Source: an optimization exercise on an open RTL-to-GDS flow (aim: small area, a short achievable clock period and few clock cycles per item). Production flows keep margins and buffers that such runs may drop.
At most, simulation tests tie the RTL to the original design; equivalence was not proved.
Power is estimated from default activity; no workload was simulated.

==> build 82: inputs <==
## moving_baseline_spike_detector
module moving_baseline_spike_detector #(
    parameter int WINDOW     = 8,
    parameter int DAY_LENGTH = 1440
) (
    input  logic                             i_clk,
    input  logic                             i_rst_n,
    input  logic                             i_valid,
    output logic                             o_ready,
    input  logic [mbsd_pkg::COUNT_W-1:0]     i_error_count,
    input  logic                             i_start_of_day,
    output logic                             o_valid,
    input  logic                             i_ready,
    output logic                             o_decision_valid,
    output logic                             o_anomaly,
    output logic [mbsd_pkg::MINUTE_W-1:0]    o_minute_index,
    output logic [mbsd_pkg::BASE_W-1:0]      o_baseline_sum,
    output logic [mbsd_pkg::TOTAL_W-1:0]     o_anomaly_total,
    input  logic                             i_cfg_valid,
    output logic                             o_cfg_ready,
    input  logic [mbsd_pkg::CFG_IDX_W-1:0]   i_cfg_index,
    input  logic [mbsd_pkg::CFG_W-1:0]       i_cfg_data
);
    localparam int COUNT_W = mbsd_pkg::COUNT_W;
  ...
export LEC_CHECK = 0
export ABC_AREA = 1
export CAP_MARGIN = 20
export CORE_MARGIN = 2
export CORE_UTILIZATION = 55
export SETUP_SLACK_MARGIN = 5
export SLEW_MARGIN = 20
create_clock -name core_clock -period 10.0 [get_ports {i_clk}]
standard.sh (not shown) runs the stock make flow with config.mk's settings and CLKGATE_MAP_FILE= SYNTH_SCRIPT=/design/flow/synth_recipe.tcl, a recipe that flattens the netlist after the stock synthesis.
==> flow/flow/run.sh <==
#!/bin/bash
# Standard ORFS layout (the standard.sh) with two changes to how the layout
# is made:
#  - timing repair aims for a larger setup-slack margin (flow/margin.txt), so it
#    keeps improving paths below the clock period;
#  - the port buffers that global placement inserts are plain buffers
#    (flow/port_buffer.txt) instead of the delay cell ORFS picks by default.
# The whole make output goes to make_flow.log; ORFS's per-step logs stay in
# orfs/logs.
set -euo pipefail
MARGIN=$(cat flow/margin.txt)
PORTBUF=$(cat flow/port_buffer.txt)
sed -e "s/SETUP_SLACK_MARGIN=[0-9.]*/SETUP_SLACK_MARGIN=${MARGIN}/" standard.sh > standard_margin.sh
grep -q "SETUP_SLACK_MARGIN=${MARGIN}" standard_margin.sh
bash standard_margin.sh "BUFFER_PORTS_ARGS=-buffer_cell ${PORTBUF}" finish > make_flow.log 2>&1
==> flow/flow/margin.txt <==
6.6
==> flow/flow/port_buffer.txt <==
sky130_fd_sc_hd__buf_2
==> trial 42: changes against build 82 <==
--- a/flow/design.v
+++ b/flow/design.v
@@ -932,15 +932,14 @@
             two[i] = (mx[2*i+2] & ~mx[2*i+1] & ~mx[2*i]) | (~mx[2*i+2] & mx[2*i+1] & mx[2*i]);
             neg[i] = mx[2*i+2];
         end
         booth_digits = {one, two, neg};
     endfunction
     localparam logic [23:0] MULT_RST_DIGITS = booth_digits(mbsd_pkg::SPIKE_MULT_RST);
     logic               r_fresh;
-    logic               r_sk_ready;
     logic               r_sk_valid;
     logic [COUNT_W-1:0] r_sk_count;
     logic               r_sk_sod;
     logic               r_in_valid;
     logic [COUNT_W-1:0] r_in_count;
     logic               r_in_sod;
     logic [COUNT_W-1:0] r_hist [WINDOW];
@@ -951,14 +950,15 @@
     logic               r_dc_valid;
     logic               r_dc_sod;
     logic               r_dc_above;
     logic               r_dc_dvalid;
     logic [35:0]        r_dc_r0;
     logic [35:0]        r_dc_r1;
     logic [SUM_W-1:0]   r_dc_sum;
+    logic [MC_W-1:0]    r_dc_minute;
     logic               r_out_valid;
     logic               r_out_dvalid;
     logic               r_out_anomaly;
     logic [MC_W-1:0]    r_out_minute;
     logic [SUM_W-1:0]   r_out_base;
     logic [TOTAL_W-1:0] r_out_total;
     logic               w_adv;
@@ -968,56 +968,55 @@
     logic [COUNT_W-1:0] w_nx_count;
     logic               w_nx_sod;
     logic               w_step;
     logic [SUM_W-1:0]   w_sum;
     logic [MC_W-1:0]    w_minute;
     logic               w_full;
     logic               w_in_day;
+    logic [7:0]         w_one;
+    logic [7:0]         w_two;
     logic [COUNT_W-1:0] w_oldest;
     logic [SUM_W-1:0]   w_sum_b;
     logic [SUM_W-1:0]   w_sum_c;
     logic [SUM_W-1:0]   w_sum_maj;
     logic [SUM_W-1:0]   w_sum_cs_s;
     logic [SUM_W-1:0]   w_sum_cs_c;
-    logic [SUM_W-1:0]   w_sum_add;
     logic [SUM_W-1:0]   w_sum_next;
     logic [35:0]        w_r0;
     logic [35:0]        w_r1;
     logic [35:0]        w_q;
     logic [35:0]        w_cs_s;
     logic [35:0]        w_cs_maj;
     logic [35:0]        w_cs_c;
     logic [35:0]        w_z;
     logic               w_flag;
     logic [TOTAL_W-1:0] w_tprev;
     logic [TOTAL_W-1:0] w_total;
-    logic [MC_W-1:0]    w_out_minute;
     assign w_adv       = !r_out_valid || i_ready;
-    assign r_sk_valid  = !r_sk_ready;
-    assign o_ready     = r_sk_ready;
-    assign w_accept    = i_valid && r_sk_ready;
+    assign o_ready     = !r_sk_valid;
+    assign w_accept    = i_valid && !r_sk_valid;
     assign o_cfg_ready = 1'b1;
     always_ff @(posedge i_clk) begin
         if (!i_rst_n) begin
             r_thr         <= mbsd_pkg::MIN_THRESHOLD_RST;
             r_mult_digits <= MULT_RST_DIGITS;
         end else if (i_cfg_valid) begin
             if (i_cfg_index == mbsd_pkg::CFG_MIN_THRESHOLD) r_thr <= i_cfg_data;
             if (i_cfg_index == mbsd_pkg::CFG_SPIKE_MULT) begin
                 r_mult_digits <= booth_digits(i_cfg_data);
             end
         end
     end
     always_ff @(posedge i_clk) begin
         if (!i_rst_n) begin
-            r_sk_ready <= 1'b1;
+            r_sk_valid <= 1'b0;
         end else if (w_adv) begin
-            r_sk_ready <= 1'b1;
+            r_sk_valid <= 1'b0;
         end else if (w_accept && r_in_valid) begin
-            r_sk_ready <= 1'b0;
+            r_sk_valid <= 1'b1;
         end
     end
     always_ff @(posedge i_clk) begin
         if (w_accept) begin
             r_sk_count <= i_error_count;
             r_sk_sod   <= i_start_of_day;
         end
@@ -1046,48 +1045,45 @@
             r_fresh <= 1'b0;
         end
     end
     assign w_sum    = r_in_sod ? '0 : r_sum;
     assign w_minute = r_in_sod ? '0 : r_minute;
     assign w_full   = !r_in_sod && r_full;
     assign w_in_day = r_in_sod || r_in_day;
-    assign w_oldest = r_full ? r_hist[WINDOW-1] : '0;
+    assign w_oldest = w_full ? r_hist[WINDOW-1] : '0;
     assign w_step   = w_adv && r_in_valid;
     assign w_sum_b    = SUM_W'(r_in_count);
     assign w_sum_c    = ~(SUM_W'(w_oldest));
-    assign w_sum_cs_s = r_sum ^ w_sum_b ^ w_sum_c;
-    assign w_sum_maj  = (r_sum & w_sum_b) | (r_sum & w_sum_c) | (w_sum_b & w_sum_c);
+    assign w_sum_cs_s = w_sum ^ w_sum_b ^ w_sum_c;
+    assign w_sum_maj  = (w_sum & w_sum_b) | (w_sum & w_sum_c) | (w_sum_b & w_sum_c);
     assign w_sum_cs_c = {w_sum_maj[SUM_W-2:0], 1'b0};
     mbsd_add #(.W(SUM_W)) u_sum_add (
         .a   (w_sum_cs_s),
         .b   (w_sum_cs_c),
         .cin (1'b1),
-        .s   (w_sum_add)
+        .s   (w_sum_next)
     );
-    assign w_sum_next = r_in_sod ? w_sum_b : w_sum_add;
     always_ff @(posedge i_clk) begin
         if (w_step && w_in_day) begin
-            r_sum    <= w_sum_next;
-            r_minute <= w_minute + MC_W'(1);
-            r_full   <= w_full || (w_minute == MC_W'(WINDOW - 1));
-            r_in_day <= w_minute != MC_W'(DAY_LENGTH - 1);
-        end
-    end
-    always_ff @(posedge i_clk) begin
-        if (w_step) begin
+            r_sum     <= w_sum_next;
+            r_minute  <= w_minute + MC_W'(1);
+            r_full    <= w_full || (w_minute == MC_W'(WINDOW - 1));
+            r_in_day  <= w_minute != MC_W'(DAY_LENGTH - 1);
             r_hist[0] <= r_in_count;
             for (int i = 1; i < WINDOW; i++) begin
                 r_hist[i] <= r_hist[i-1];
             end
         end
     end
+    assign w_one = r_in_sod ? '0 : r_mult_one;
+    assign w_two = r_in_sod ? '0 : r_mult_two;
     mbsd_decide u_decide (
         .s     (r_sum),
-        .m_one (r_mult_one),
-        .m_two (r_mult_two),
+        .m_one (w_one),
+        .m_two (w_two),
         .m_neg (r_mult_neg),
         .c     (r_in_count),
         .r0    (w_r0),
         .r1    (w_r1)
     );
     always_ff @(posedge i_clk) begin
         if (!i_rst_n) begin
@@ -1100,14 +1096,15 @@
         if (w_adv) begin
             r_dc_sod    <= r_in_sod;
             r_dc_above  <= r_in_count >= r_thr;
             r_dc_dvalid <= w_full && w_in_day;
             r_dc_r0     <= w_r0;
             r_dc_r1     <= w_r1;
             r_dc_sum    <= w_sum;
+            r_dc_minute <= w_minute;
         end
     end
     assign w_q      = r_mult_neg[7] ? ((36'(r_dc_sum) << 16) | 36'(1 << 14)) : '0;
     assign w_cs_s   = r_dc_r0 ^ r_dc_r1 ^ w_q;
     assign w_cs_maj = (r_dc_r0 & r_dc_r1) | (r_dc_r0 & w_q) | (r_dc_r1 & w_q);
     assign w_cs_c   = {w_cs_maj[34:0], 1'b0};
     mbsd_add #(.W(36)) u_cmp_add (
@@ -1115,33 +1112,31 @@
         .b   (w_cs_c),
         .cin (1'b0),
         .s   (w_z)
     );
     assign w_flag  = r_dc_dvalid && r_dc_above && ((r_dc_sum == '0) || w_z[35]);
     assign w_tprev = r_dc_sod ? '0 : r_out_total;
     assign w_total = (w_flag && (w_tprev != mbsd_pkg::TOTAL_MAX)) ? w_tprev + TOTAL_W'(1) : w_tprev;
-    assign w_out_minute = r_dc_sod ? '0 :
-                          (r_out_minute == MC_W'(DAY_LENGTH)) ? r_out_minute : r_out_minute + MC_W'(1);
     always_ff @(posedge i_clk) begin
         if (!i_rst_n) begin
             r_out_valid <= 1'b0;
         end else if (w_adv) begin
             r_out_valid <= r_dc_valid;
         end
     end
     always_ff @(posedge i_clk) begin
         if (w_adv && r_dc_valid) begin
-            r_out_total  <= w_total;
-            r_out_minute <= w_out_minute;
+            r_out_total <= w_total;
         end
     end
     always_ff @(posedge i_clk) begin
         if (w_adv) begin
             r_out_dvalid  <= r_dc_dvalid;
             r_out_anomaly <= w_flag;
+            r_out_minute  <= r_dc_minute;
             r_out_base    <= r_dc_sum;
         end
     end
     assign o_valid          = r_out_valid;
     assign o_decision_valid = r_out_dvalid;
     assign o_anomaly        = r_out_anomaly;
     assign o_minute_index   = r_out_minute;
==> flow/flow/margin.txt (replaced) <==
6.8
--- a/flow/config.mk
+++ b/flow/config.mk
@@ -4,10 +4,10 @@
 export VERILOG_FILES = /design/flow/design.v
 export SDC_FILE = /design/flow/constraint.sdc
 export NUM_CORES = 4
 export LEC_CHECK = 0
 export ABC_AREA = 1
 export CAP_MARGIN = 20
 export CORE_MARGIN = 2
-export CORE_UTILIZATION = 55
+export CORE_UTILIZATION = 40
 export SETUP_SLACK_MARGIN = 5
 export SLEW_MARGIN = 20
==> build 76: changes against build 82 <==
--- a/flow/design.v
+++ b/flow/design.v
@@ -952,14 +952,15 @@
     logic               r_dc_sod;
     logic               r_dc_above;
     logic               r_dc_dvalid;
     logic [35:0]        r_dc_r0;
     logic [35:0]        r_dc_r1;
     logic [SUM_W-1:0]   r_dc_sum;
     logic               r_out_valid;
+    logic               r_out_empty;
     logic               r_out_dvalid;
     logic               r_out_anomaly;
     logic [MC_W-1:0]    r_out_minute;
     logic [SUM_W-1:0]   r_out_base;
     logic [TOTAL_W-1:0] r_out_total;
     logic               w_adv;
     logic               w_accept;
@@ -987,36 +988,38 @@
     logic [35:0]        w_cs_maj;
     logic [35:0]        w_cs_c;
     logic [35:0]        w_z;
     logic               w_flag;
     logic [TOTAL_W-1:0] w_tprev;
     logic [TOTAL_W-1:0] w_total;
     logic [MC_W-1:0]    w_out_minute;
-    assign w_adv       = !r_out_valid || i_ready;
-    assign r_sk_valid  = !r_sk_ready;
+    assign w_adv       = r_out_empty || i_ready;
     assign o_ready     = r_sk_ready;
-    assign w_accept    = i_valid && r_sk_ready;
+    assign w_accept    = i_valid && !r_sk_valid;
     assign o_cfg_ready = 1'b1;
     always_ff @(posedge i_clk) begin
         if (!i_rst_n) begin
             r_thr         <= mbsd_pkg::MIN_THRESHOLD_RST;
             r_mult_digits <= MULT_RST_DIGITS;
         end else if (i_cfg_valid) begin
             if (i_cfg_index == mbsd_pkg::CFG_MIN_THRESHOLD) r_thr <= i_cfg_data;
             if (i_cfg_index == mbsd_pkg::CFG_SPIKE_MULT) begin
                 r_mult_digits <= booth_digits(i_cfg_data);
             end
         end
     end
     always_ff @(posedge i_clk) begin
         if (!i_rst_n) begin
+            r_sk_valid <= 1'b0;
             r_sk_ready <= 1'b1;
         end else if (w_adv) begin
+            r_sk_valid <= 1'b0;
             r_sk_ready <= 1'b1;
         end else if (w_accept && r_in_valid) begin
+            r_sk_valid <= 1'b1;
             r_sk_ready <= 1'b0;
         end
     end
     always_ff @(posedge i_clk) begin
         if (w_accept) begin
             r_sk_count <= i_error_count;
             r_sk_sod   <= i_start_of_day;
@@ -1120,16 +1123,18 @@
     assign w_tprev = r_dc_sod ? '0 : r_out_total;
     assign w_total = (w_flag && (w_tprev != mbsd_pkg::TOTAL_MAX)) ? w_tprev + TOTAL_W'(1) : w_tprev;
     assign w_out_minute = r_dc_sod ? '0 :
                           (r_out_minute == MC_W'(DAY_LENGTH)) ? r_out_minute : r_out_minute + MC_W'(1);
     always_ff @(posedge i_clk) begin
         if (!i_rst_n) begin
             r_out_valid <= 1'b0;
+            r_out_empty <= 1'b1;
         end else if (w_adv) begin
             r_out_valid <= r_dc_valid;
+            r_out_empty <= !r_dc_valid;
         end
     end
     always_ff @(posedge i_clk) begin
         if (w_adv && r_dc_valid) begin
             r_out_total  <= w_total;
             r_out_minute <= w_out_minute;
         end
==> flow/flow/margin.txt (replaced) <==
6.5
--- a/flow/config.mk
+++ b/flow/config.mk
@@ -5,9 +5,11 @@
 export SDC_FILE = /design/flow/constraint.sdc
 export NUM_CORES = 4
 export LEC_CHECK = 0
 export ABC_AREA = 1
 export CAP_MARGIN = 20
 export CORE_MARGIN = 2
 export CORE_UTILIZATION = 55
+export CTS_CLUSTER_DIAMETER = 80
+export CTS_CLUSTER_SIZE = 24
 export SETUP_SLACK_MARGIN = 5
 export SLEW_MARGIN = 20
==> summary.txt <==
Critical path
  – R2R Setup Slk: 6.42 ns
  – CP max stage cell: fa_1

Logic synthesis
  – Post-synthesis simple-gate area fraction: 8.11%

Outcome
  – Status: complete, no violations

Pwr
  – P_leak: 12.1 nW

Clock network
  – Clk Latency, worst-skew pair: 0.56 ns

Floorplanning
  – Die Wd: 241 µm
  – Die area: 0.0581 mm²
the above is filed under trial 42

==> summary.txt <==
Pwr
  – P_leak: 11.2 nW

Critical path
  – R2R Setup Slk: 6.55 ns
  – CP max stage cell: fa_1
  – CP peak stage delay: 0.55 ns

Logic synthesis
  – Post-synthesis simple-gate area fraction: 8.19%

Detailed routing
  – Via-to-Cell Ratio: 5.55

Outcome
  – Status: complete, no violations
the above is filed under build 76

==> summary.txt <==
Outcome
  – Status: complete, no violations

Critical path
  – CP max stage cell: edfxtp_1
  – CP endpoint: r_dc_r1[22]
  – R2R Setup Slk: 6.62 ns

Floorplanning
  – Die Wd: 206 µm
  – Die area: 0.0423 mm²

Timing
  – RSZ-0062 raised after global routing: yes

Detailed routing
  – Met3 WL: 4.40 mm

Cells and area
  – Multi-input logic area: 0.00995 mm²
  – Finished Layout Cells: 2,715

Pwr
  – P_leak: 11.5 nW

Logic synthesis
  – Post-synthesis simple-gate area fraction: 8.23%

Clock network
  – Clk Latency, worst-skew pair: 0.59 ns
the above is filed under build 82

Testbench counts of build 76, summed over its fixed seeds: cycles 23,064, items 23,040.
Only the layout flow was run in build 82 and trial 42; the RTL was not checked for function there.

==> run a <==
Another version of the RTL of moving_baseline_spike_detector (not shown whole).
// moving_baseline_spike_detector
module moving_baseline_spike_detector #(
    parameter int WINDOW     = 8,
    parameter int DAY_LENGTH = 1440
) (
    input  logic                             i_clk,
    input  logic                             i_rst_n,
    input  logic                             i_valid,
    output logic                             o_ready,
    input  logic [mbsd_pkg::COUNT_W-1:0]     i_error_count,
    input  logic                             i_start_of_day,
    output logic                             o_valid,
    input  logic                             i_ready,
    output logic                             o_decision_valid,
    output logic                             o_anomaly,
    output logic [mbsd_pkg::MINUTE_W-1:0]    o_minute_index,
    output logic [mbsd_pkg::BASE_W-1:0]      o_baseline_sum,
    output logic [mbsd_pkg::TOTAL_W-1:0]     o_anomaly_total,
    input  logic                             i_cfg_valid,
    output logic                             o_cfg_ready,
    input  logic [mbsd_pkg::CFG_IDX_W-1:0]   i_cfg_index,
    input  logic [mbsd_pkg::CFG_W-1:0]       i_cfg_data
);
export LEC_CHECK = 0
export ABC_AREA = 1
export CAP_MARGIN = 20
export CORE_MARGIN = 2
export CORE_UTILIZATION = 40
export SETUP_SLACK_MARGIN = 5
export SLEW_MARGIN = 20
create_clock -name core_clock -period 10.0 [get_ports {i_clk}]
==> flow/flow/run.sh <==
#!/bin/bash
# Standard ORFS layout (the standard.sh), with a larger setup-slack margin for
# timing repair so that repair keeps improving paths below the clock period.
set -euo pipefail
MARGIN=$(cat flow/margin.txt)
sed -e "s/SETUP_SLACK_MARGIN=[0-9.]*/SETUP_SLACK_MARGIN=${MARGIN}/" standard.sh > standard_margin.sh
grep -q "SETUP_SLACK_MARGIN=${MARGIN}" standard_margin.sh
bash standard_margin.sh > make_flow.log 2>&1
==> flow/flow/margin.txt <==
6.8
==> run b: changes against run a <==
--- a/flow/design.v
+++ b/flow/design.v
@@ -15,11 +15,13 @@
         logic [CFG_W-1:0] spike_multiplier;
     } t_cfg;
 endpackage
 module mbsd_decide (
     input  logic [18:0] s,
-    input  logic [15:0] m,
+    input  logic [7:0]  m_one,
+    input  logic [7:0]  m_two,
+    input  logic [7:0]  m_neg,
     input  logic [15:0] c,
     output logic [35:0] r0,
     output logic [35:0] r1
 );
     logic one0, two0, neg0;
@@ -332,13 +334,13 @@
     logic t292;
     logic t293;
     logic t294;
     logic t295;
     logic t296;
-    assign one0 = m[0] ^ 1'b0;
-    assign two0 = (m[1] & ~m[0] & ~1'b0) | (~m[1] & m[0] & 1'b0);
-    assign neg0 = m[1];
+    assign one0 = m_one[0];
+    assign two0 = m_two[0];
+    assign neg0 = m_neg[0];
     assign pp0[0] = ((one0 & s[0]) | (two0 & 1'b0)) ^ neg0;
     assign pp0[1] = ((one0 & s[1]) | (two0 & s[0])) ^ neg0;
     assign pp0[2] = ((one0 & s[2]) | (two0 & s[1])) ^ neg0;
     assign pp0[3] = ((one0 & s[3]) | (two0 & s[2])) ^ neg0;
     assign pp0[4] = ((one0 & s[4]) | (two0 & s[3])) ^ neg0;
@@ -355,13 +357,13 @@
     assign pp0[15] = ((one0 & s[15]) | (two0 & s[14])) ^ neg0;
     assign pp0[16] = ((one0 & s[16]) | (two0 & s[15])) ^ neg0;
     assign pp0[17] = ((one0 & s[17]) | (two0 & s[16])) ^ neg0;
     assign pp0[18] = ((one0 & s[18]) | (two0 & s[17])) ^ neg0;
     assign pp0[19] = ((one0 & 1'b0) | (two0 & s[18])) ^ neg0;
-    assign one1 = m[2] ^ m[1];
-    assign two1 = (m[3] & ~m[2] & ~m[1]) | (~m[3] & m[2] & m[1]);
-    assign neg1 = m[3];
+    assign one1 = m_one[1];
+    assign two1 = m_two[1];
+    assign neg1 = m_neg[1];
     assign pp1[0] = ((one1 & s[0]) | (two1 & 1'b0)) ^ neg1;
     assign pp1[1] = ((one1 & s[1]) | (two1 & s[0])) ^ neg1;
     assign pp1[2] = ((one1 & s[2]) | (two1 & s[1])) ^ neg1;
     assign pp1[3] = ((one1 & s[3]) | (two1 & s[2])) ^ neg1;
     assign pp1[4] = ((one1 & s[4]) | (two1 & s[3])) ^ neg1;
@@ -378,13 +380,13 @@
     assign pp1[15] = ((one1 & s[15]) | (two1 & s[14])) ^ neg1;
     assign pp1[16] = ((one1 & s[16]) | (two1 & s[15])) ^ neg1;
     assign pp1[17] = ((one1 & s[17]) | (two1 & s[16])) ^ neg1;
     assign pp1[18] = ((one1 & s[18]) | (two1 & s[17])) ^ neg1;
     assign pp1[19] = ((one1 & 1'b0) | (two1 & s[18])) ^ neg1;
-    assign one2 = m[4] ^ m[3];
-    assign two2 = (m[5] & ~m[4] & ~m[3]) | (~m[5] & m[4] & m[3]);
-    assign neg2 = m[5];
+    assign one2 = m_one[2];
+    assign two2 = m_two[2];
+    assign neg2 = m_neg[2];
     assign pp2[0] = ((one2 & s[0]) | (two2 & 1'b0)) ^ neg2;
     assign pp2[1] = ((one2 & s[1]) | (two2 & s[0])) ^ neg2;
     assign pp2[2] = ((one2 & s[2]) | (two2 & s[1])) ^ neg2;
     assign pp2[3] = ((one2 & s[3]) | (two2 & s[2])) ^ neg2;
     assign pp2[4] = ((one2 & s[4]) | (two2 & s[3])) ^ neg2;
@@ -401,13 +403,13 @@
     assign pp2[15] = ((one2 & s[15]) | (two2 & s[14])) ^ neg2;
     assign pp2[16] = ((one2 & s[16]) | (two2 & s[15])) ^ neg2;
     assign pp2[17] = ((one2 & s[17]) | (two2 & s[16])) ^ neg2;
     assign pp2[18] = ((one2 & s[18]) | (two2 & s[17])) ^ neg2;
     assign pp2[19] = ((one2 & 1'b0) | (two2 & s[18])) ^ neg2;
-    assign one3 = m[6] ^ m[5];
-    assign two3 = (m[7] & ~m[6] & ~m[5]) | (~m[7] & m[6] & m[5]);
-    assign neg3 = m[7];
+    assign one3 = m_one[3];
+    assign two3 = m_two[3];
+    assign neg3 = m_neg[3];
     assign pp3[0] = ((one3 & s[0]) | (two3 & 1'b0)) ^ neg3;
     assign pp3[1] = ((one3 & s[1]) | (two3 & s[0])) ^ neg3;
     assign pp3[2] = ((one3 & s[2]) | (two3 & s[1])) ^ neg3;
     assign pp3[3] = ((one3 & s[3]) | (two3 & s[2])) ^ neg3;
     assign pp3[4] = ((one3 & s[4]) | (two3 & s[3])) ^ neg3;
@@ -424,13 +426,13 @@
     assign pp3[15] = ((one3 & s[15]) | (two3 & s[14])) ^ neg3;
     assign pp3[16] = ((one3 & s[16]) | (two3 & s[15])) ^ neg3;
     assign pp3[17] = ((one3 & s[17]) | (two3 & s[16])) ^ neg3;
     assign pp3[18] = ((one3 & s[18]) | (two3 & s[17])) ^ neg3;
     assign pp3[19] = ((one3 & 1'b0) | (two3 & s[18])) ^ neg3;
-    assign one4 = m[8] ^ m[7];
-    assign two4 = (m[9] & ~m[8] & ~m[7]) | (~m[9] & m[8] & m[7]);
-    assign neg4 = m[9];
+    assign one4 = m_one[4];
+    assign two4 = m_two[4];
+    assign neg4 = m_neg[4];
     assign pp4[0] = ((one4 & s[0]) | (two4 & 1'b0)) ^ neg4;
     assign pp4[1] = ((one4 & s[1]) | (two4 & s[0])) ^ neg4;
     assign pp4[2] = ((one4 & s[2]) | (two4 & s[1])) ^ neg4;
     assign pp4[3] = ((one4 & s[3]) | (two4 & s[2])) ^ neg4;
     assign pp4[4] = ((one4 & s[4]) | (two4 & s[3])) ^ neg4;
@@ -447,13 +449,13 @@
     assign pp4[15] = ((one4 & s[15]) | (two4 & s[14])) ^ neg4;
     assign pp4[16] = ((one4 & s[16]) | (two4 & s[15])) ^ neg4;
     assign pp4[17] = ((one4 & s[17]) | (two4 & s[16])) ^ neg4;
     assign pp4[18] = ((one4 & s[18]) | (two4 & s[17])) ^ neg4;
     assign pp4[19] = ((one4 & 1'b0) | (two4 & s[18])) ^ neg4;
-    assign one5 = m[10] ^ m[9];
-    assign two5 = (m[11] & ~m[10] & ~m[9]) | (~m[11] & m[10] & m[9]);
-    assign neg5 = m[11];
+    assign one5 = m_one[5];
+    assign two5 = m_two[5];
+    assign neg5 = m_neg[5];
     assign pp5[0] = ((one5 & s[0]) | (two5 & 1'b0)) ^ neg5;
     assign pp5[1] = ((one5 & s[1]) | (two5 & s[0])) ^ neg5;
     assign pp5[2] = ((one5 & s[2]) | (two5 & s[1])) ^ neg5;
     assign pp5[3] = ((one5 & s[3]) | (two5 & s[2])) ^ neg5;
     assign pp5[4] = ((one5 & s[4]) | (two5 & s[3])) ^ neg5;
@@ -470,13 +472,13 @@
     assign pp5[15] = ((one5 & s[15]) | (two5 & s[14])) ^ neg5;
     assign pp5[16] = ((one5 & s[16]) | (two5 & s[15])) ^ neg5;
     assign pp5[17] = ((one5 & s[17]) | (two5 & s[16])) ^ neg5;
     assign pp5[18] = ((one5 & s[18]) | (two5 & s[17])) ^ neg5;
     assign pp5[19] = ((one5 & 1'b0) | (two5 & s[18])) ^ neg5;
-    assign one6 = m[12] ^ m[11];
-    assign two6 = (m[13] & ~m[12] & ~m[11]) | (~m[13] & m[12] & m[11]);
-    assign neg6 = m[13];
+    assign one6 = m_one[6];
+    assign two6 = m_two[6];
+    assign neg6 = m_neg[6];
     assign pp6[0] = ((one6 & s[0]) | (two6 & 1'b0)) ^ neg6;
     assign pp6[1] = ((one6 & s[1]) | (two6 & s[0])) ^ neg6;
     assign pp6[2] = ((one6 & s[2]) | (two6 & s[1])) ^ neg6;
     assign pp6[3] = ((one6 & s[3]) | (two6 & s[2])) ^ neg6;
     assign pp6[4] = ((one6 & s[4]) | (two6 & s[3])) ^ neg6;
@@ -493,13 +495,13 @@
     assign pp6[15] = ((one6 & s[15]) | (two6 & s[14])) ^ neg6;
     assign pp6[16] = ((one6 & s[16]) | (two6 & s[15])) ^ neg6;
     assign pp6[17] = ((one6 & s[17]) | (two6 & s[16])) ^ neg6;
     assign pp6[18] = ((one6 & s[18]) | (two6 & s[17])) ^ neg6;
     assign pp6[19] = ((one6 & 1'b0) | (two6 & s[18])) ^ neg6;
-    assign one7 = m[14] ^ m[13];
-    assign two7 = (m[15] & ~m[14] & ~m[13]) | (~m[15] & m[14] & m[13]);
-    assign neg7 = m[15];
+    assign one7 = m_one[7];
+    assign two7 = m_two[7];
+    assign neg7 = m_neg[7];
     assign pp7[0] = ((one7 & s[0]) | (two7 & 1'b0)) ^ neg7;
     assign pp7[1] = ((one7 & s[1]) | (two7 & s[0])) ^ neg7;
     assign pp7[2] = ((one7 & s[2]) | (two7 & s[1])) ^ neg7;
     assign pp7[3] = ((one7 & s[3]) | (two7 & s[2])) ^ neg7;
     assign pp7[4] = ((one7 & s[4]) | (two7 & s[3])) ^ neg7;
@@ -912,11 +914,29 @@
     localparam int COUNT_W = mbsd_pkg::COUNT_W;
     localparam int TOTAL_W = mbsd_pkg::TOTAL_W;
     localparam int SUM_W   = 19;
     localparam int MC_W    = 11;
     logic [15:0] r_thr;
-    logic [15:0] r_mult;
+    logic [23:0] r_mult_digits;
+    logic [7:0]  r_mult_one;
+    logic [7:0]  r_mult_two;
+    logic [7:0]  r_mult_neg;
+    assign {r_mult_one, r_mult_two, r_mult_neg} = r_mult_digits;
+    function automatic logic [23:0] booth_digits(input logic [15:0] m);
+        logic [16:0] mx;
+        logic [7:0]  one;
+        logic [7:0]  two;
+        logic [7:0]  neg;
+        mx = {m, 1'b0};
+        for (int i = 0; i < 8; i++) begin
+            one[i] = mx[2*i+1] ^ mx[2*i];
+            two[i] = (mx[2*i+2] & ~mx[2*i+1] & ~mx[2*i]) | (~mx[2*i+2] & mx[2*i+1] & mx[2*i]);
+            neg[i] = mx[2*i+2];
+        end
+        booth_digits = {one, two, neg};
+    endfunction
+    localparam logic [23:0] MULT_RST_DIGITS = booth_digits(mbsd_pkg::SPIKE_MULT_RST);
     logic               r_sk_valid;
     logic [COUNT_W-1:0] r_sk_count;
     logic               r_sk_sod;
     logic               r_in_valid;
     logic [COUNT_W-1:0] r_in_count;
@@ -970,15 +990,17 @@
     assign o_ready     = !r_sk_valid;
     assign w_accept    = i_valid && !r_sk_valid;
     assign o_cfg_ready = 1'b1;
     always_ff @(posedge i_clk) begin
         if (!i_rst_n) begin
-            r_thr  <= mbsd_pkg::MIN_THRESHOLD_RST;
-            r_mult <= mbsd_pkg::SPIKE_MULT_RST;
+            r_thr <= mbsd_pkg::MIN_THRESHOLD_RST;
+            r_mult_digits <= MULT_RST_DIGITS;
         end else if (i_cfg_valid) begin
-            if (i_cfg_index == mbsd_pkg::CFG_MIN_THRESHOLD) r_thr  <= i_cfg_data;
-            if (i_cfg_index == mbsd_pkg::CFG_SPIKE_MULT)    r_mult <= i_cfg_data;
+            if (i_cfg_index == mbsd_pkg::CFG_MIN_THRESHOLD) r_thr <= i_cfg_data;
+            if (i_cfg_index == mbsd_pkg::CFG_SPIKE_MULT) begin
+                r_mult_digits <= booth_digits(i_cfg_data);
+            end
         end
     end
     always_ff @(posedge i_clk) begin
         if (!i_rst_n) begin
             r_sk_valid <= 1'b0;
@@ -1045,15 +1067,17 @@
                 r_hist[i] <= r_hist[i-1];
             end
         end
     end
     mbsd_decide u_decide (
-        .s  (r_sum),
-        .m  (r_mult),
-        .c  (r_in_count),
-        .r0 (w_r0),
-        .r1 (w_r1)
+        .s     (r_sum),
+        .m_one (r_mult_one),
+        .m_two (r_mult_two),
+        .m_neg (r_mult_neg),
+        .c     (r_in_count),
+        .r0    (w_r0),
+        .r1    (w_r1)
     );
     always_ff @(posedge i_clk) begin
         if (!i_rst_n) begin
             r_dc_valid <= 1'b0;
         end else if (w_adv) begin
@@ -1069,11 +1093,11 @@
             r_dc_r1     <= w_r1;
             r_dc_sum    <= r_sum;
             r_dc_minute <= r_minute;
         end
     end
-    assign w_q    = r_mult[15] ? ((36'(r_dc_sum) << 16) | 36'(1 << 14)) : '0;
+    assign w_q    = r_mult_neg[7] ? ((36'(r_dc_sum) << 16) | 36'(1 << 14)) : '0;
     assign w_cs_s = r_dc_r0 ^ r_dc_r1 ^ w_q;
     assign w_cs_maj = (r_dc_r0 & r_dc_r1) | (r_dc_r0 & w_q) | (r_dc_r1 & w_q);
     assign w_cs_c   = {w_cs_maj[34:0], 1'b0};
     mbsd_add #(.W(36)) u_cmp_add (
         .a   (w_cs_s),
==> flow/flow/run.sh (replaced) <==
#!/bin/bash
# Standard ORFS layout (the standard.sh) with two changes to how the layout
# is made:
#  - timing repair aims for a larger setup-slack margin (flow/margin.txt), so it
#    keeps improving paths below the clock period;
#  - the port buffers that global placement inserts are plain buffers
#    (flow/port_buffer.txt) instead of the delay cell ORFS picks by default.
# The whole make output goes to make_flow.log; ORFS's per-step logs stay in
# orfs/logs.
set -euo pipefail
MARGIN=$(cat flow/margin.txt)
PORTBUF=$(cat flow/port_buffer.txt)
sed -e "s/SETUP_SLACK_MARGIN=[0-9.]*/SETUP_SLACK_MARGIN=${MARGIN}/" standard.sh > standard_margin.sh
grep -q "SETUP_SLACK_MARGIN=${MARGIN}" standard_margin.sh
bash standard_margin.sh "BUFFER_PORTS_ARGS=-buffer_cell ${PORTBUF}" finish > make_flow.log 2>&1
==> flow/flow/port_buffer.txt (new file) <==
sky130_fd_sc_hd__buf_2
==> summary.txt <==
status=finished clean; # Post-CTS Setup Buffers=98; Largest cell class=multi-input combinational cells; part of the power in combinational logic=32.1%; worst path bufs/invs=5; setup ws final=6.48 ns; crit path from=r_mult[9]$_SDFFE_PN1P_; post-synth cell types=55
The numbers above come from run a.

==> summary.txt <==
Required @ worst endpoint=10.31 ns; setup ws final=6.64 ns; worst path bufs/invs=3; status=finished clean; crit path from=r_sum[18]$_SDFFE_PP0P_; post-synth cell types=54; # Post-CTS Setup Buffers=80; Yosys top cell area share=40.2%; part of the power in combinational logic=28.6%; Worst R2R Setup Slack=6.64 ns
The numbers above come from run b.

No functional check of the RTL was part of any run of this note.

## port drivers added, routing unchanged
How much do the figures lean on ideal ports? The routed layouts below were timed once more, with nothing changed but the port constraints. Step 1, drivers: a clkbuf_16 drives i_clk and a buf_2 each remaining input, both assumed. Step 2, shift: input delay + t, output delay - t, t = (earliest + latest rising clock arrival at the registers) / 2. This alone moves slack from input paths to output paths. Three values: ideal ports, drivers, drivers and shift; two values: the first two.
run | t, ns | setup WS [ns] | latest minus earliest clock arrival (ns)
build 82 | 0.635 | 6.624 / 6.624 / 6.194 | 0.023 / 0.023
trial 42 | 0.612 | 6.418 / 6.418 / 6.316 | 0.016 / 0.016
build 76 | 0.637 | 6.547 / 6.547 / 6.039 | 0.026 / 0.026
run a | 0.634 | 6.483 / 6.483 / 6.275 | 0.032 / 0.032
run b | 0.621 | 6.643 / 6.643 / 6.218 | 0.020 / 0.019
After both steps every run listed still meets setup and hold. The setup slack of build 76, which loses most, moves by 0.000 ns with the drivers and by -0.508 ns with both steps.
